What follows belongs to an exercise in optimizing a design on an open flow for small area and few clock cycles; a production flow would make more cautious choices. The RTL was checked by simulation tests, not by an equivalence proof against the original design. Power and IR drop assume default switching activity.

run 1:
## grapheme_cluster_segmenter
module grapheme_cluster_segmenter (
    input  wire logic        clk,
    input  wire logic        rst_n,
    input  wire logic        cfg_write_en,
    input  wire logic        cfg_write_data,
    input  wire logic        in_valid,
    output logic             in_stall,
    input  wire logic [5:0]  lb_class,
    input  wire logic [1:0]  width_class,
    input  wire logic [3:0]  gb_class,
    input  wire logic        is_thai,
    input  wire logic        end_of_text,
    output logic             out_valid,
    input  wire logic        out_stall,
    output logic [15:0]      cluster_start,
    output logic [15:0]      cluster_length,
    output logic [16:0]      cluster_columns,
    output logic [5:0]       cluster_break_class,
    output logic             text_done,
    output logic             last_of_run
);
    localparam int unsigned KL = 2;    
    localparam int unsigned KC = 2;    
    localparam logic [2:0] ST_NONE = 3'd0;
    localparam logic [2:0] ST_CR   = 3'd1;
    localparam logic [2:0] ST_RUN  = 3'd2;
    localparam logic [2:0] ST_GEN  = 3'd3;
    localparam logic [2:0] ST_L    = 3'd4;
    localparam logic [2:0] ST_V    = 3'd5;
    localparam logic [2:0] ST_T    = 3'd6;
    localparam logic [2:0] ST_PRE  = 3'd7;
    logic        thai_reg;
    logic [2:0]  s_st;
    logic        s_pend;
    logic [KL-1:0] s_len;
    logic [KC-1:0] s_tot;
    logic [15:KL]  u_len;
    logic [16:KC]  u_tot;
    logic [1:0]  s_base;     
    logic [5:0]  s_cls;
    logic        s_sens;
    logic        o_valid;
    logic [15:0] o_start;
    logic [KL-1:0] o_len;
    logic [KC-1:0] o_cols;
    logic [5:0]  o_cls;
  ...
export LEC_CHECK = 0
export CAP_MARGIN = 20
export CORE_MARGIN = 2
export CORE_UTILIZATION = 70
export PLACE_DENSITY = 0.75
export SLEW_MARGIN = 20
export BUFFER_PORTS_ARGS = -buffer_cell sky130_fd_sc_hd__buf_1
export CTS_ARGS = -sink_clustering_enable -repair_clock_nets -dont_use_dummy_load -root_buf sky130_fd_sc_hd__clkbuf_8 -buf_list sky130_fd_sc_hd__clkbuf_2 -sink_clustering_size 10 -sink_clustering_max_diameter 60
create_clock -name core_clock -period 12.0 [get_ports {clk}]
standard.sh (not shown) runs the stock make flow with config.mk's settings and CLKGATE_MAP_FILE= SYNTH_SCRIPT=/design/flow/synth_recipe.tcl, a recipe that flattens the netlist after the stock synthesis.
==> flow/flow/run.sh <==
#!/bin/bash
# The standard layout, with the smallest buffer on the ports instead of clkdlybuf4s50_1,
# and a clock tree of small buffers without dummy loads.
set -euo pipefail
cat >> config.mk <<'EOC'
export BUFFER_PORTS_ARGS = -buffer_cell sky130_fd_sc_hd__buf_1
export CTS_ARGS = -sink_clustering_enable -repair_clock_nets -dont_use_dummy_load -root_buf sky130_fd_sc_hd__clkbuf_8 -buf_list sky130_fd_sc_hd__clkbuf_2 -sink_clustering_size 10 -sink_clustering_max_diameter 60
EOC
bash standard.sh finish > standard_flow.log 2>&1
Testbench counts of run 1, summed over its fixed seeds: cycles 52,865.
Inputs modified between run 1 and run 2:
Settings: CTS_ARGS: -sink_clustering_enable -repair_clock_nets -dont_use_dummy_load -root_buf sky130_fd_sc_hd__clkbuf_8 -buf_list sky130_fd_sc_hd__clkbuf_2 -sink_clustering_size 10 -sink_clustering_max_diameter 60 -> -sink_clustering_enable -repair_clock_nets -dont_use_dummy_load -buf_list {sky130_fd_sc_hd__clkbuf_4 sky130_fd_sc_hd__clkbuf_8} -sink_clustering_size 16 -sink_clustering_max_diameter 60.
==> flow/flow/run.sh <==
#!/bin/bash
# The standard layout, with the smallest buffer on the ports instead of clkdlybuf4s50_1,
# and a clock tree of small buffers without dummy loads.
set -euo pipefail
cat >> config.mk <<'EOC'
export BUFFER_PORTS_ARGS = -buffer_cell sky130_fd_sc_hd__buf_1
export CTS_ARGS = -sink_clustering_enable -repair_clock_nets -dont_use_dummy_load -buf_list {sky130_fd_sc_hd__clkbuf_4 sky130_fd_sc_hd__clkbuf_8} -sink_clustering_size 16 -sink_clustering_max_diameter 60
EOC
bash standard.sh finish > standard_flow.log 2>&1
### Flow results
- Across run 2 and run 1, none had a timing, DRC or antenna violation.
- Comparing run 2 against run 1, there is no change at all in post-route worst setup slack.
- On part of the power in the clock network, run 2 and run 1 are neck and neck.
- On total routing resource utilization after global routing, run 2 and run 1 are basically level.


grapheme_cluster_segmenter, a different RTL version from the one above (not shown whole).
For scale: ~330 cells after synthesis, ~110 flip-flops, ~5000 um2 of cells after synthesis.
export LEC_CHECK = 0
export CAP_MARGIN = 20
export CORE_MARGIN = 2
export CORE_UTILIZATION = 70
export PLACE_DENSITY = 0.75
export SLEW_MARGIN = 20
export BUFFER_PORTS_ARGS = -buffer_cell sky130_fd_sc_hd__buf_1
export CTS_ARGS = -sink_clustering_enable -repair_clock_nets -dont_use_dummy_load -root_buf sky130_fd_sc_hd__clkbuf_8 -buf_list sky130_fd_sc_hd__clkbuf_4 -sink_clustering_size 12 -sink_clustering_max_diameter 40
create_clock -name core_clock -period 12.0 [get_ports {clk}]
==> flow/flow/run.sh <==
#!/bin/bash
# The standard layout, with the smallest buffer on the ports instead of clkdlybuf4s50_1,
# and a clock tree of small buffers without dummy loads.
set -euo pipefail
cat >> config.mk <<'EOC'
export BUFFER_PORTS_ARGS = -buffer_cell sky130_fd_sc_hd__buf_1
export CTS_ARGS = -sink_clustering_enable -repair_clock_nets -dont_use_dummy_load -root_buf sky130_fd_sc_hd__clkbuf_8 -buf_list sky130_fd_sc_hd__clkbuf_4 -sink_clustering_size 12 -sink_clustering_max_diameter 40
EOC
bash standard.sh finish > standard_flow.log 2>&1
The first run completed with no timing, DRC or antenna violations.
Testbench counts at the start, summed over its fixed seeds: cycles 52,865.
Edit:
==> flow/flow/run.sh (replaced) <==
#!/bin/bash
# The standard layout, with the smallest buffer on the ports instead of clkdlybuf4s50_1.
set -euo pipefail
echo 'export BUFFER_PORTS_ARGS = -buffer_cell sky130_fd_sc_hd__buf_1' >> config.mk
bash standard.sh finish > standard_flow.log 2>&1
- CTS_ARGS: -sink_clustering_enable -repair_clock_nets -dont_use_dummy_load -root_buf sky130_fd_sc_hd__clkbuf_8 -buf_list sky130_fd_sc_hd__clkbuf_4 -sink_clustering_size 12 -sink_clustering_max_diameter 40 -> not set
After rerunning:
- via count went up slightly
- core utilization increases by 0.67 points
- wire length is higher slightly
- fmax barely changes
- setup slack gains 0.0094 ns

-- separate check: timing with driven ports --
No port has a modelled driver above. Below, the same layouts with a new extraction and two added sets of constraints.
Step 1 (the two cells are an assumption about what drives the block):
set clk [get_ports {clk}]
set_driving_cell -lib_cell sky130_fd_sc_hd__clkbuf_16 $clk
set_driving_cell -lib_cell sky130_fd_sc_hd__buf_2 [delete_from_list [all_inputs] $clk]
Step 2 also shifts input and output timing later by t, the mid clock arrival at the registers, as if the neighbouring blocks saw the same clock.
a / b / c = no drivers / after step 1 / after step 2; a / b = the first two.
run | t, ns | setup WS [ns] | worst hold slack (ns) | worst setup path after step 2 | cell pins on the clock port's net
run 1 | 0.364 | 4.427 / 4.405 / 4.325 | 0.477 / 0.477 / 0.477 | input to register | 1
run 2 | 0.364 | 4.427 / 4.405 / 4.325 | 0.477 / 0.477 / 0.477 | input to register | 1
the first run of note 2 | 0.379 | 5.122 / 5.122 / 4.759 | 0.457 / 0.457 / 0.457 | input to register | 1
the second run of note 2 | 0.389 | 5.132 / 5.142 / 4.753 | 0.466 / 0.466 / 0.466 | input to register | 1
After both steps every run listed still meets setup and hold. For the second run of note 2, which loses most, drivers alone change the setup slack by +0.010 ns; drivers and shift together by -0.379 ns.
